This design comes from an exercise in tuning for small area, a short achievable clock period and few clock cycles per item on the open sky130 flow, not from production work. No functional check of the RTL was part of any run shown here. Power figures rest on the tool's default switching activity, not on a simulated workload.

--- design/flow/flow/run.sh ---
#!/bin/bash
# The standard layout with two changes:
# - the port buffers that buffer_ports inserts are sky130_fd_sc_hd__buf_4 instead of the
#   library's default pick, so the input ports can drive their fanout; every port still
#   gets its own buffer;
# - synthesis is the standard flow's own script (synth_recipe.tcl) except that Yosys's synth skips its
#   generic ABC pass (-noabc), so the full and half adders written in the RTL reach
#   extract_fa as written instead of re-expressed with inverters. Everything else (the
#   -nofsm -noshare synth, flattening, renaming, flip-flop mapping and the final ABC
#   mapping) is unchanged, so the registers are the standard synthesis's.
set -euo pipefail
sed '1s/.*/proc synth {args} { yosys synth -nofsm -noshare -noabc {*}$args }/' \
        synth_recipe.tcl > noabc_synth.tcl
sed "s#SYNTH_SCRIPT=[^ ]*#SYNTH_SCRIPT=$PWD/noabc_synth.tcl#" standard.sh > standard_noabc.sh
export BUFFER_PORTS_ARGS="-buffer_cell sky130_fd_sc_hd__buf_4"
bash standard_noabc.sh > standard.log 2>&1
--- design/flow/standard.sh ---
#!/bin/bash
# synth_recipe.tcl (not shown) runs the flow's synth.tcl, then flattens the netlist and writes it again
# the make line also repeats each setting of config.mk as NAME=value (left out here)
make -C /OpenROAD-flow-scripts/flow DESIGN_CONFIG=/design/flow/config.mk WORK_HOME=/design/flow/orfs CLKGATE_MAP_FILE= SYNTH_SCRIPT=/design/flow/synth_recipe.tcl "${@:-finish}"
--- design/flow/config.mk ---
export PLATFORM = sky130hd
export DESIGN_NAME = tpu_top
export DESIGN_NICKNAME = tpu_top
export VERILOG_FILES = /design/flow/design.v
export SDC_FILE = /design/flow/constraint.sdc
export NUM_CORES = 4
export LEC_CHECK = 0
export CAP_MARGIN = 20
export CORE_MARGIN = 2
export CORE_UTILIZATION = 40
export PLACE_DENSITY = 0.6
export SETUP_SLACK_MARGIN = 1.0
export SLEW_MARGIN = 20
--- design/flow/constraint.sdc ---
create_clock -name core_clock -period 5.0 [get_ports {clk}]
set_input_delay 1.0000 -clock core_clock [delete_from_list [all_inputs] [get_ports {clk}]]
set_output_delay 1.0000 -clock core_clock [all_outputs]
set_load 0.01 [all_outputs]
--- design/flow/design.v ---
package tpu_pkg;
        localparam int ARRAY_DIM  = 4;
        localparam int DATA_WIDTH = 8;
        typedef logic [DATA_WIDTH-1:0] elem_t;
endpackage
`timescale 1ns/10ps
module tpu_pe
(
        input  logic [7:0] a_in,
        input  logic [7:0] b_in,
        input  logic [7:0] acc_in,
        output logic [7:0] sum
);
        logic pp1, pp2, pp3, pp4, pp5, pp6, pp7, pp8, pp9, pp10, pp11, pp12, pp13, pp14, pp15, pp16, pp17, pp18, pp19, pp20, pp21, pp22, pp23, pp24, pp25, pp26, pp27, pp28, pp29, pp30, pp31, pp32, pp33, pp34, pp35, pp36, s37, c38, s39, c40, s41, c42, s43, c44, s45, c46, s47, c48, s49, c50, s51, c52, s53, c54, s55, c56, s57, c58, s59, c60, s61, c62, s63, c64, s65, c66, s67, c68, s69, c70, s71, c72, s73, c74, s75, c76, s77, c78, x79, x80, x81, x82, x83, x84, x85, x86, x87, x88, x89, x90, x91;
        logic [7:0] row0, row1;
        assign pp1 = ~a_in[0] | ~b_in[0];
        assign pp2 = ~a_in[0] | ~b_in[1];
        assign pp3 = ~a_in[0] | ~b_in[2];
        assign pp4 = ~a_in[0] | ~b_in[3];
        assign pp5 = ~a_in[0] | ~b_in[4];
        assign pp6 = ~a_in[0] | ~b_in[5];
        assign pp7 = ~a_in[0] | ~b_in[6];
        assign pp8 = ~a_in[0] | ~b_in[7];
        assign pp9 = ~a_in[1] | ~b_in[0];
        assign pp10 = ~a_in[1] | ~b_in[1];
        assign pp11 = ~a_in[1] | ~b_in[2];
        assign pp12 = ~a_in[1] | ~b_in[3];
        assign pp13 = ~a_in[1] | ~b_in[4];
        assign pp14 = ~a_in[1] | ~b_in[5];
        assign pp15 = ~a_in[1] | ~b_in[6];
        assign pp16 = ~a_in[2] | ~b_in[0];
        assign pp17 = ~a_in[2] | ~b_in[1];
        assign pp18 = ~a_in[2] | ~b_in[2];
        assign pp19 = ~a_in[2] | ~b_in[3];
        assign pp20 = ~a_in[2] | ~b_in[4];
        assign pp21 = ~a_in[2] | ~b_in[5];
        assign pp22 = ~a_in[3] | ~b_in[0];
        assign pp23 = ~a_in[3] | ~b_in[1];
        assign pp24 = ~a_in[3] | ~b_in[2];
        assign pp25 = ~a_in[3] | ~b_in[3];
        assign pp26 = ~a_in[3] | ~b_in[4];
        assign pp27 = ~a_in[4] | ~b_in[0];
        assign pp28 = ~a_in[4] | ~b_in[1];
        assign pp29 = ~a_in[4] | ~b_in[2];
        assign pp30 = ~a_in[4] | ~b_in[3];
        assign pp31 = ~a_in[5] | ~b_in[0];
        assign pp32 = ~a_in[5] | ~b_in[1];
        assign pp33 = ~a_in[5] | ~b_in[2];
        assign pp34 = ~a_in[6] | ~b_in[0];
        assign pp35 = ~a_in[6] | ~b_in[1];
        assign pp36 = ~a_in[7] | ~b_in[0];
        assign s37 = pp2 ^ pp9;
        assign c38 = pp2 & pp9;
        assign s39 = pp10 ^ pp16 ^ pp3;
        assign c40 = (pp10 & pp16) | (pp10 & pp3) | (pp16 & pp3);
        assign s41 = c38 ^ acc_in[2];
        assign c42 = c38 & acc_in[2];
        assign s43 = pp11 ^ pp17 ^ pp22;
        assign c44 = (pp11 & pp17) | (pp11 & pp22) | (pp17 & pp22);
        assign s45 = pp4 ^ acc_in[3] ^ c40;
        assign c46 = (pp4 & acc_in[3]) | (pp4 & c40) | (acc_in[3] & c40);
        assign s47 = s43 ^ c42;
        assign c48 = s43 & c42;
        assign s49 = pp12 ^ pp18 ^ pp23;
        assign c50 = (pp12 & pp18) | (pp12 & pp23) | (pp18 & pp23);
        assign s51 = pp27 ^ pp5 ^ acc_in[4];
        assign c52 = (pp27 & pp5) | (pp27 & acc_in[4]) | (pp5 & acc_in[4]);
        assign s53 = c44 ^ s49 ^ c46;
        assign c54 = (c44 & s49) | (c44 & c46) | (s49 & c46);
        assign s55 = c48 ^ s51;
        assign c56 = c48 & s51;
        assign s57 = pp13 ^ pp19 ^ pp24;
        assign c58 = (pp13 & pp19) | (pp13 & pp24) | (pp19 & pp24);
        assign s59 = pp28 ^ pp31 ^ pp6;
        assign c60 = (pp28 & pp31) | (pp28 & pp6) | (pp31 & pp6);
        assign s61 = acc_in[5] ^ c50 ^ s57;
        assign c62 = (acc_in[5] & c50) | (acc_in[5] & s57) | (c50 & s57);
        assign s63 = s59 ^ c52 ^ s61;
        assign c64 = (s59 & c52) | (s59 & s61) | (c52 & s61);
        assign s65 = c56 ^ c54;
        assign c66 = c56 & c54;
        assign s67 = pp14 ^ pp20 ^ pp25;
        assign c68 = (pp14 & pp20) | (pp14 & pp25) | (pp20 & pp25);
        assign s69 = pp29 ^ pp32 ^ pp34;
        assign c70 = (pp29 & pp32) | (pp29 & pp34) | (pp32 & pp34);
        assign s71 = pp7 ^ acc_in[6] ^ c58;
        assign c72 = (pp7 & acc_in[6]) | (pp7 & c58) | (acc_in[6] & c58);
        assign s73 = c60 ^ s67 ^ s69;
        assign c74 = (c60 & s67) | (c60 & s69) | (s67 & s69);
        assign s75 = c62 ^ s71 ^ s73;
        assign c76 = (c62 & s71) | (c62 & s73) | (s71 & s73);
        assign s77 = c64 ^ s75;
        assign c78 = c64 & s75;
        assign x79 = pp15 ^ pp21;
        assign x80 = pp26 ^ pp30;
        assign x81 = pp33 ^ pp35;
        assign x82 = pp36 ^ pp8;
        assign x83 = x79 ^ x80;
        assign x84 = x81 ^ x82;
        assign x85 = acc_in[7] ^ c68;
        assign x86 = c70 ^ x83;
        assign x87 = x84 ^ x85;
        assign x88 = x86 ^ c72;
        assign x89 = x87 ^ c74;
        assign x90 = x88 ^ x89;
        assign x91 = x90 ^ c76;
        assign row0[0] = pp1;
        assign row1[0] = acc_in[0];
        assign row0[1] = s37;
        assign row1[1] = acc_in[1];
        assign row0[2] = s39;
        assign row1[2] = s41;
        assign row0[3] = s45;
        assign row1[3] = s47;
        assign row0[4] = s55;
        assign row1[4] = s53;
        assign row0[5] = s63;
        assign row1[5] = s65;
        assign row0[6] = c66;
        assign row1[6] = s77;
        assign row0[7] = x91;
        assign row1[7] = c78;
        assign sum = row0 + row1;
endmodule
`timescale 1ns/10ps
module tpu_top
(
        input  logic clk,
        input  logic rst_n,
        input  logic in_valid,
        input  logic [31:0] a,
        input  logic [31:0] b,
        input  logic out_ready,
        output logic in_ready,
        output logic [31:0] out,
        output logic out_valid,
        output logic done
);
        localparam int N = 4;
        localparam int W = 8;
        logic [1:0]     kin;             
        logic [N-1:0]   orow;            
        logic [N*W-1:0] obuf [1:N-1];    
        logic [N*W-1:0] acc0;            
        logic [N*W-1:0] c_row [1:N-1];   
        logic first, last, ob_free, xfer, in_fire, out_fire;
        assign first    = (kin == 2'd0);
        assign last     = (kin == 2'd3);
        assign ob_free  = !out_valid || (orow[N-1] && out_ready);
        assign in_ready = first ? (!orow[0] || out_ready) :
                          last  ? ob_free : 1'b1;
        assign in_fire  = in_valid && in_ready;
        assign xfer     = in_fire && last;
        assign out_valid = |orow;
        assign out_fire  = out_valid && out_ready;
        always_comb begin
                out = ~acc0 & {(N*W){orow[0]}};
                for (int r = 1; r < N; r++) begin
                        out = out | (~obuf[r] & {(N*W){orow[r]}});
                end
        end
        always_ff @(posedge clk or negedge rst_n) begin
                if (!rst_n) begin
                        kin  <= 2'd0;
                        orow <= '0;
                        done <= 1'b0;
                end else begin
                        done <= out_fire && orow[N-1];
                        if (in_fire) begin
                                kin <= kin + 2'd1;
                        end
                        if (xfer) begin
                                orow <= 4'b0001;
                        end else if (out_fire) begin
                                orow <= {orow[N-2:0], 1'b0};
                        end
                end
        end
        always_ff @(posedge clk) begin
                if (xfer) begin
                        for (int r = 1; r < N; r++) begin
                                obuf[r] <= c_row[r];
                        end
                end
        end
        for (genvar i = 0; i < N; i++) begin : g_row
                for (genvar j = 0; j < N; j++) begin : g_col
                        logic [W-1:0] acc, sum;
                        tpu_pe u_pe (
                                .a_in   (a[(N-1-i)*W +: W]),
                                .b_in   (b[(N-1-j)*W +: W]),
                                .acc_in (first ? 8'd251 : acc),
                                .sum    (sum)
                        );
                        always_ff @(posedge clk) begin
                                if (in_fire) begin
                                        acc <= sum;
                                end
                        end
                        if (i == 0) begin : g_out0
                                assign acc0[(N-1-j)*W +: W] = acc;
                        end else begin : g_sum
                                assign c_row[i][(N-1-j)*W +: W] = sum;
                        end
                end
        end
endmodule
==> results_dict.tcl, run 1 <==
set metrics [dict create \
    critPathKind "primary input to flip-flop" \
    dp_hpwl_um 44400 \
    synthDominantCellAreaShare 0.290 \
    ioPinCount 103 \
    required_ns 5.31 \
    synth_flop_cell "edfxtp_1" \
    nFillCells 5378 \
    drv_slew 0 \
    grt_usage 0.223 \
    cp-end-kind "flip-flop" \
    p_total_mw 21.9 \
    status "no timing/DRC/antenna violations" \
    stdcell_count 3010 \
    drtPass1Iterations 5 \
    fin_crit_sh 0.773 \
    drt_wl_total_um 65600 \
    final_common_cell "nand2_1" \
    arrival_ns 4.17 \
    cts_buffers 29 \
    port_buffers 102 \
    p_per_area_mw_per_mm2 847 \
    dr_wl_met3_um 5200 \
    slew_headroom 0.266 \
    ctsHoldBuffers 0 \
    path_clk_slew_ns 0.06 \
    grt-ovfl-total 0 \
    die_h_um 245 \
    avgSynthCellArea_um2 10.5 \
    vias_per_cell 5.47 \
    wl_met1_um 28200 \
    dp_cells 2954 \
    tightest_slew_ns 1.10 \
    dr_wl_met2_um 30000 \
    first_iter_violations 1048 \
    clkLatencyLatePin_ns 0.58 \
    grt_pass1_wl_um 102000 \
    clock-root-buffer "clkbuf_16" \
    setup_viol 0 \
    yosys.area.top_type "edfxtp_1" \
    grt_max_degree 132 \
    synth.net_count 2734 \
    grt_pass1_vias 17792 \
    seqCellArea_mm2 0.00690 \
    final_cell_mix "nand2_1 (585), edfxtp_1 (224), fa_1 (216)" \
    cts_max_level 1 \
    drive_gt1_frac 0.171 \
    ant_nets 0 \
    max_freq_ghz 0.259 \
    die_w_um 245 \
    yosysWarnings 3 \
    hold_viol 0 \
    fin_skew_ns 0.0161 \
    async_reset_ff_frac 0.0303 \
    ys_top_cells_by_area "edfxtp_1 (29%), fa_1 (22%), ha_1 (11%)" \
    dieArea_mm2 0.0599 \
    setup_tns_ns 0 \
    netlist_area_mm2 0.0232 \
    drc 0 \
    syn2layout_area_growth_pct 11.6 \
    syn_inst 2200 \
    top_layer_used "met4" \
    final_nets 2755 \
    cts_tree "yes" \
    finalInstanceArea_mm2 0.0258 \
    ys_seq_area_frac 0.298 \
    synth_seq_cells 231 \
    startpoint_type "primary input" \
    synth-edff-count 224 \
    crit_fanout 28 \
    place.gp.congestion 0.837 \
    period_minus_slack_ns 3.86 \
    rsz0062_at_grt "no" \
    ys_types 37 \
    place_area_mm2 0.0248 \
    cts_num_sinks 231 \
    cts.path.max_buffers 3 \
    antenna_found_initial 1 \
    start_util 0.403 \
    peakVddDrop_mv 0.349 \
    drv_cap 0 \
    multi_input_comb_area_mm2 0.0158 \
    p_leak_nw 9.95 \
    row_count 88 \
    wl_per_cell_um 21.8 \
    finish.utilization 0.450 \
    core-area_mm2 0.0575 \
    hold_class "primary input to asynchronous set/reset pin" \
    routed-via-count 16456 \
]
where the power goes:
group / switching (mW) / total, mW / leakage, nW / internal (mW)
Clock: 0.901 / 2.22 / 0.464 / 1.31
Combinational: 7.87 / 14.7 / 7.27 / 6.83
Sequential: 0.287 / 4.98 / 2.21 / 4.69
cell usage after synthesis, types with 27 or more instances:
master / count
inv_1: 28
or2_2: 128
xor2_1: 70
clkbuf_1: 68
buf_1: 36
a21o_1: 27
buf_2: 28
nand2_1: 594
a21oi_1: 49
edfxtp_1: 224
fa_1: 256
ha_1: 210
o22ai_1: 65
xnor2_1: 219
worst paths after layout:
check | endpoint | depth (start not counted) | start | slack [ns]
min reg2reg | done | 1 | orow[3] | 0.59
max | g_row[2].g_col[2].acc[7] | 11 | b[9] | 1.14
min | done | 1 | rst_n | 0.22
max in group asynchronous | orow[1] | 1 | rst_n | 4.66
max reg2reg | obuf[2][31] | 12 | kin[0] | 1.22
min in group core_clock | done | 1 | orow[3] | 0.59
worst max-delay path, cell delays in order:
cell	delay, ns
buf_4	0.34
nand2_1	0.14
fa_1	0.55
fa_1	0.46
fa_1	0.50
ha_2	0.20
xnor2_1	0.21
xnor2_1	0.18
xnor2_1	0.16
xnor3_1	0.25
xnor2_1	0.16
through the flow:
stage	worst slack (ns)	hold slack, ns
2_1_floorplan	0.995	0.531
3_3_place_gp	0.604	0.555
3_5_place_dp	0.517	0.577
4_1_cts	1.01	0.200
5_1_grt	1.02	0.206
6_report	1.14	0.218
cell families (layout without fill, tap and decap cells):
| logic type | after synthesis | after routing | share of synthesized area |
|---|---|---|---|
| AO/OA/AOI/OAI | 201 | 201 | 0.0548 |
| buffers and inverters | 167 | 211 | 0.0296 |
| adder cells (fa/ha/maj) | 466 | 466 | 0.335 |
| XOR/XNOR | 305 | 305 | 0.125 |
| multiplexers | 3 | 3 | 0.00130 |
| flip-flops | 231 | 231 | 0.298 |
| AND/OR/NAND/NOR | 827 | 827 | 0.157 |
| other | 0 | 1 | 0 |
flip-flops by register name (all words and copies together) (netlist names):
signal / cells
g_row.g_col.acc: 128
done: 1
kin: 2
orow: 4
obuf: 96
timing repair:
item | 4_1_cts | 5_1_grt
setup endpoints to repair | 0 | 19
buffers inserted | 0 | 1
resized for setup | 0 | 3
layout make-up:
cell class	instances	area share
clock buffer	38	0.0306
clock inverter	16	0.00746
inverter	28	0.00407
sequential	231	0.267
tap	765	0.0370
antenna	1	0.0000968
multi-input combinational	1802	0.613
timing repair buffer	129	0.0407
metal layers:
layer	up-vias	global-route usage
li1	7347	-
met1	8306	0.302
met2	654	0.359
met3	149	0.0411
met4	0	0.0771
met5	-	0
==> inputs of run 2 (changes only) <==
--- a/design/flow/design.v
+++ b/design/flow/design.v
@@ -11,8 +11,9 @@
         input  logic [7:0] acc_in,
         output logic [7:0] sum
 );
-        logic pp1, pp2, pp3, pp4, pp5, pp6, pp7, pp8, pp9, pp10, pp11, pp12, pp13, pp14, pp15, pp16, pp17, pp18, pp19, pp20, pp21, pp22, pp23, pp24, pp25, pp26, pp27, pp28, pp29, pp30, pp31, pp32, pp33, pp34, pp35, pp36, s37, c38, s39, c40, s41, c42, s43, c44, s45, c46, s47, c48, s49, c50, s51, c52, s53, c54, s55, c56, s57, c58, s59, c60, s61, c62, s63, c64, s65, c66, s67, c68, s69, c70, s71, c72, s73, c74, s75, c76, s77, c78, x79, x80, x81, x82, x83, x84, x85, x86, x87, x88, x89, x90, x91;
+        logic pp1, pp2, pp3, pp4, pp5, pp6, pp7, pp8, pp9, pp10, pp11, pp12, pp13, pp14, pp15, pp16, pp17, pp18, pp19, pp20, pp21, pp22, pp23, pp24, pp25, pp26, pp27, pp28, pp29, pp30, pp31, pp32, pp33, pp34, pp35, pp36, s37, c38, s39, c40, s41, c42, s43, c44, s45, c46, s47, c48, s49, c50, s51, c52, s53, c54, s55, c56, s57, c58, s59, c60, s61, c62, s63, c64, s65, c66, s67, c68, s69, c70, s71, c72, s73, c74, s75, c76, s77, c78, x79, x80, x81, x82, x83, x84, x85, x86, x87, x88, x89, x90, x91, x92;
         logic [7:0] row0, row1;
+        logic top, c7;
         assign pp1 = ~a_in[0] | ~b_in[0];
         assign pp2 = ~a_in[0] | ~b_in[1];
         assign pp3 = ~a_in[0] | ~b_in[2];
@@ -91,19 +92,20 @@
         assign c76 = (c62 & s71) | (c62 & s73) | (s71 & s73);
         assign s77 = c64 ^ s75;
         assign c78 = c64 & s75;
-        assign x79 = pp15 ^ pp21;
-        assign x80 = pp26 ^ pp30;
-        assign x81 = pp33 ^ pp35;
-        assign x82 = pp36 ^ pp8;
-        assign x83 = x79 ^ x80;
-        assign x84 = x81 ^ x82;
-        assign x85 = acc_in[7] ^ c68;
-        assign x86 = c70 ^ x83;
-        assign x87 = x84 ^ x85;
-        assign x88 = x86 ^ c72;
-        assign x89 = x87 ^ c74;
-        assign x90 = x88 ^ x89;
-        assign x91 = x90 ^ c76;
+        tpu_x u_x79 (.a(pp15), .b(pp21), .y(x79));
+        tpu_x u_x80 (.a(pp26), .b(pp30), .y(x80));
+        tpu_x u_x81 (.a(pp33), .b(pp35), .y(x81));
+        tpu_x u_x82 (.a(pp36), .b(pp8), .y(x82));
+        tpu_x u_x83 (.a(x79), .b(x80), .y(x83));
+        tpu_x u_x84 (.a(x81), .b(x82), .y(x84));
+        tpu_x u_x85 (.a(acc_in[7]), .b(c68), .y(x85));
+        tpu_x u_x86 (.a(c70), .b(x83), .y(x86));
+        tpu_x u_x87 (.a(x84), .b(x85), .y(x87));
+        tpu_x u_x88 (.a(x86), .b(c72), .y(x88));
+        tpu_x u_x89 (.a(x87), .b(c74), .y(x89));
+        tpu_x u_x90 (.a(x88), .b(x89), .y(x90));
+        tpu_x u_x91 (.a(x90), .b(c76), .y(x91));
+        tpu_x u_x92 (.a(x91), .b(c78), .y(x92));
         assign row0[0] = pp1;
         assign row1[0] = acc_in[0];
         assign row0[1] = s37;
@@ -118,9 +120,17 @@
         assign row1[5] = s65;
         assign row0[6] = c66;
         assign row1[6] = s77;
-        assign row0[7] = x91;
-        assign row1[7] = c78;
-        assign sum = row0 + row1;
+        assign top = x92;
+        assign {c7, sum[6:0]} = {1'b0, row0[6:0]} + {1'b0, row1[6:0]};
+        tpu_x u_top (.a(top), .b(c7), .y(sum[7]));
+endmodule
+module tpu_x
+(
+        input  logic a,
+        input  logic b,
+        output logic y
+);
+        assign y = a ^ b;
 endmodule
 `timescale 1ns/10ps
 module tpu_top
--- a/design/flow/config.mk
+++ b/design/flow/config.mk
@@ -11,3 +11,4 @@
 export PLACE_DENSITY = 0.6
 export SETUP_SLACK_MARGIN = 1.0
 export SLEW_MARGIN = 20
+export SYNTH_HIERARCHICAL = 1
==> results_dict.tcl, run 2 <==
set metrics [dict create \
    use_met2 0.349 \
    crit_fanout 28 \
    p_leak_nw 9.96 \
    crit_slowest_cell "fa_1" \
    cts_max_level 1 \
    ctsHoldBuffers 0 \
    final_common_cell "nand2_1" \
    nFillCells 5309 \
    grt_usage 0.211 \
    drive_gt1_frac 0.161 \
    synthSimpleGateAreaFrac 0.156 \
    synth.net_count 2693 \
    yosys.area.top_type "edfxtp_1" \
    synthDominantCellAreaShare 0.293 \
    required_ns 5.41 \
    cp-end-kind "flip-flop" \
    grt_pass1_wl_um 98600 \
    drt_wl_total_um 62000 \
    switching_power_mw 9.14 \
    syn_inst 2159 \
    synth_flop_cell "edfxtp_1" \
    die_h_um 244 \
    drtPass1Iterations 5 \
    synth-edff-count 224 \
    clkPwrFrac 0.108 \
    max_freq_ghz 0.257 \
    ys_seq_area_frac 0.301 \
    drc 0 \
    finish.utilization 0.454 \
    pre_cts_ws_ns 0.588 \
    p_total_mw 21.6 \
    period_minus_slack_ns 3.89 \
    netlist_area_mm2 0.0230 \
    dp_cells 2969 \
    top_regs "g_row.g_col.acc (128), obuf (96), orow (4)" \
    rsz0062_at_grt "no" \
    antenna_found_initial 2 \
    largest_reg_flops 128 \
    netSwitchingFraction 0.424 \
    startpoint_type "primary input" \
    cts_tree "yes" \
    clock-root-buffer "clkbuf_16" \
    wl_per_cell_um 20.5 \
    p_comb_frac 0.657 \
    hold_class "primary input to asynchronous set/reset pin" \
    crit_buf_inv 1 \
    drv_cap 0 \
    met1_usage 0.289 \
    cts_buffers 30 \
    synth_common_cells "nand2_1 (610), fa_1 (256), xor2_1 (256), edfxtp_1 (224), ha_1 (210)" \
    finalInstanceArea_mm2 0.0257 \
    crit_top_cell "fa_1" \
    power.internal_mw 12.4 \
    slew_headroom 0.303 \
    grt_pass1_vias 17489 \
    met3_usage 0.0281 \
    fin_skew_ns 0.0195 \
    crit_family "adder cells" \
    p_per_area_mw_per_mm2 839 \
    worst_slack_ns 1.11 \
    peakVddDrop_mv 0.383 \
    start_util 0.405 \
    setup_viol 0 \
    place.gp.congestion 0.847 \
    fin_crit_sh 0.778 \
    cts.path.max_buffers 3 \
    port_buffers 102 \
    ioPinCount 103 \
    path_clk_slew_ns 0.07 \
    core-area_mm2 0.0566 \
    stdcell_count 3028 \
    setup_tns_ns 0 \
    synth_top_family_by_area "adder cells" \
    dieArea_mm2 0.0593 \
    tightest_slew_ns 1.04 \
    final_cell_mix "nand2_1 (610), xor2_1 (256), fa_1 (256)" \
    row_count 87 \
    async_reset_ff_frac 0.0303 \
    largest_register "g_row.g_col.acc" \
    synth-xor-area-share 0.122 \
    crit_chain "buf_4, nand2_1, fa_1, fa_1, fa_1, ha_1, ha_1, nand2_1, o21ai_0, xor2_1" \
    grt-ovfl-total 0 \
    final_nets 2781 \
    ant_nets 0 \
    drv_slew 0 \
    grt.busiest_layer "met2" \
    routed-via-count 16242 \
    place_area_mm2 0.0246 \
    status "no timing/DRC/antenna violations" \
    dp_hpwl_um 41000 \
    arrival_ns 4.30 \
    synth_seq_cells 231 \
    first_iter_violations 1154 \
    cts_num_sinks 231 \
    power.share.sequential 0.235 \
    grt_max_degree 129 \
    synth_fa_ha_area_frac 0.338 \
    critPathKind "primary input to flip-flop" \
    vias_per_cell 5.36 \
    synth-compound-area-share 0.0700 \
    yosysWarnings 9 \
    ys_top_cells_by_area "edfxtp_1 (29%), fa_1 (22%), ha_1 (11%)" \
    syn2layout_area_growth_pct 12.1 \
    ys_types 29 \
    whs_ns 0.233 \
    synthMuxAreaShare 0.00196 \
    die_w_um 244 \
    clkLatencyLatePin_ns 0.58 \
    synth.most_common_cell "nand2_1" \
    critPathMaxStageDelay_ns 0.56 \
    hold_viol 0 \
    avgSynthCellArea_um2 10.6 \
]
## run 2: cell count changes in the layout (fill, tap and decap cells not counted), moves of 17 or more
| cell | change |
|---|---|
| a21o_1 | -27 |
| fa_1 | +40 |
| fa_2 | -40 |
| inv_1 | -21 |
| nand2_1 | +25 |
| nor2b_1 | +17 |
| xnor2_1 | -146 |
| xor2_1 | +186 |
## run 2: worst register-to-register path, cell delays in order, from the launching register on
cell     delay [ns]
dfrtp_1        0.38
inv_1          0.08
ha_4           0.27
buf_4          0.29
or2_2          0.35
fa_1           0.45
fa_1           0.47
ha_1           0.37
a21oi_1        0.16
nand2_1        0.07
a31oi_1        0.24
o21ai_0        0.20
xor2_1         0.18
## run 2: path summary, 6_finish.rpt
path                         from  depth (start not counted)                        to  slack, ns
setup reg to reg           kin[0]                         12  g_row[0].g_col[1].acc[7]       1.24
max in group asynchronous   rst_n                          1                   orow[3]       4.65
min in group core_clock    kin[0]                          1                    kin[0]       0.50
hold reg to reg            kin[0]                          1                    kin[0]       0.50
setup / recovery            a[17]                         10               obuf[1][23]       1.11
hold / removal              rst_n                          1                   orow[1]       0.23
## run 2: kinds of logic (layout without fill, tap and decap cells)
kind of cell / after synthesis / after routing
AOI/OAI and AO/OA: 243 / 243
xor gates and xnor gates: 321 / 321
adders and majority gates: 466 / 466
buffers and inverters: 68 / 180
DFF: 231 / 231
muxes: 4 / 4
other: 0 / 1
and+or+nand+nor: 826 / 826
## run 2: per-module statistics from Yosys (local to each module, per instance)
module | flip-flops and latches | cell area, um^2 | cells inside | copies in the design
tpu_top | 231 | 8600 | 511 | 1
tpu_x | 0 | 8.76 | 1 | 240
tpu_pe | 0 | 766 | 88 | 16
## run 2: power groups by stage
stage | combinational (mW) | clock (mW) | sequential [mW]
after floorplan | 10.6 | 0 | 5.01
after global routing | 15.9 | 2.46 | 5.17
after global placement | 13.7 | 0 | 5.09
final | 14.2 | 2.33 | 5.07
after detailed placement | 14.0 | 0 | 5.10
after CTS | 14.2 | 2.38 | 5.08
## run 2: area by class of cell
class                           count  area [um^2]  area share
Multi-Input combinational cell   1860        15800       0.616
Inverter                            9         37.5     0.00146
Antenna cell                        1         2.50   0.0000973
Clock inverter                     19          243     0.00944
Tap cell                          756          946      0.0368
Sequential cell                   231         6900       0.268
Clock buffer                       37          828      0.0322
Timing Repair Buffer              115          925      0.0359
## run 2: metal layers
metal / up-vias / share of wire
met3: 110 / 0.058
met5: - / 0.00019
met4: 2 / 0.035
met1: 8140 / 0.44
met2: 537 / 0.47
li1: 7453 / -
## run 2: timing repair
item,CTS,global route
setup buffers,0,2
hold endpoints to repair,0,0
resized for setup,0,3
endpoints found under the setup margin,0,17

[re-timing with driven ports]
The results above use ideal ports. As a check the final layouts listed here were re-extracted and re-timed, cells and wires unchanged. Step 1 (the two cells are an assumption about what drives the block):
set clk [get_ports {clk}]
set_driving_cell -lib_cell sky130_fd_sc_hd__clkbuf_16 $clk
set_driving_cell -lib_cell sky130_fd_sc_hd__buf_2 [delete_from_list [all_inputs] $clk]
Step 2 times the ports against the registers' clock, not the clock port: input delays grow and output delays shrink by t, the midpoint of the rising clock arrivals with the driver on. Three values: ideal, step 1, step 2; two values: the first two.
run	t (ns)	setup WS [ns]	hold slack, ns	worst setup path at the end	pins driven straight from the clock port
run 1	0.633	1.136 / 1.113 / 0.480	0.218 / 0.191 / 0.592	input to register	1
run 2	0.632	1.109 / 1.129 / 0.509	0.233 / 0.205 / 0.504	input to register	1
After both steps setup and hold are still met in every run listed. For run 1, which loses most, drivers alone change the setup slack by -0.023 ns; drivers and shift together by -0.656 ns.
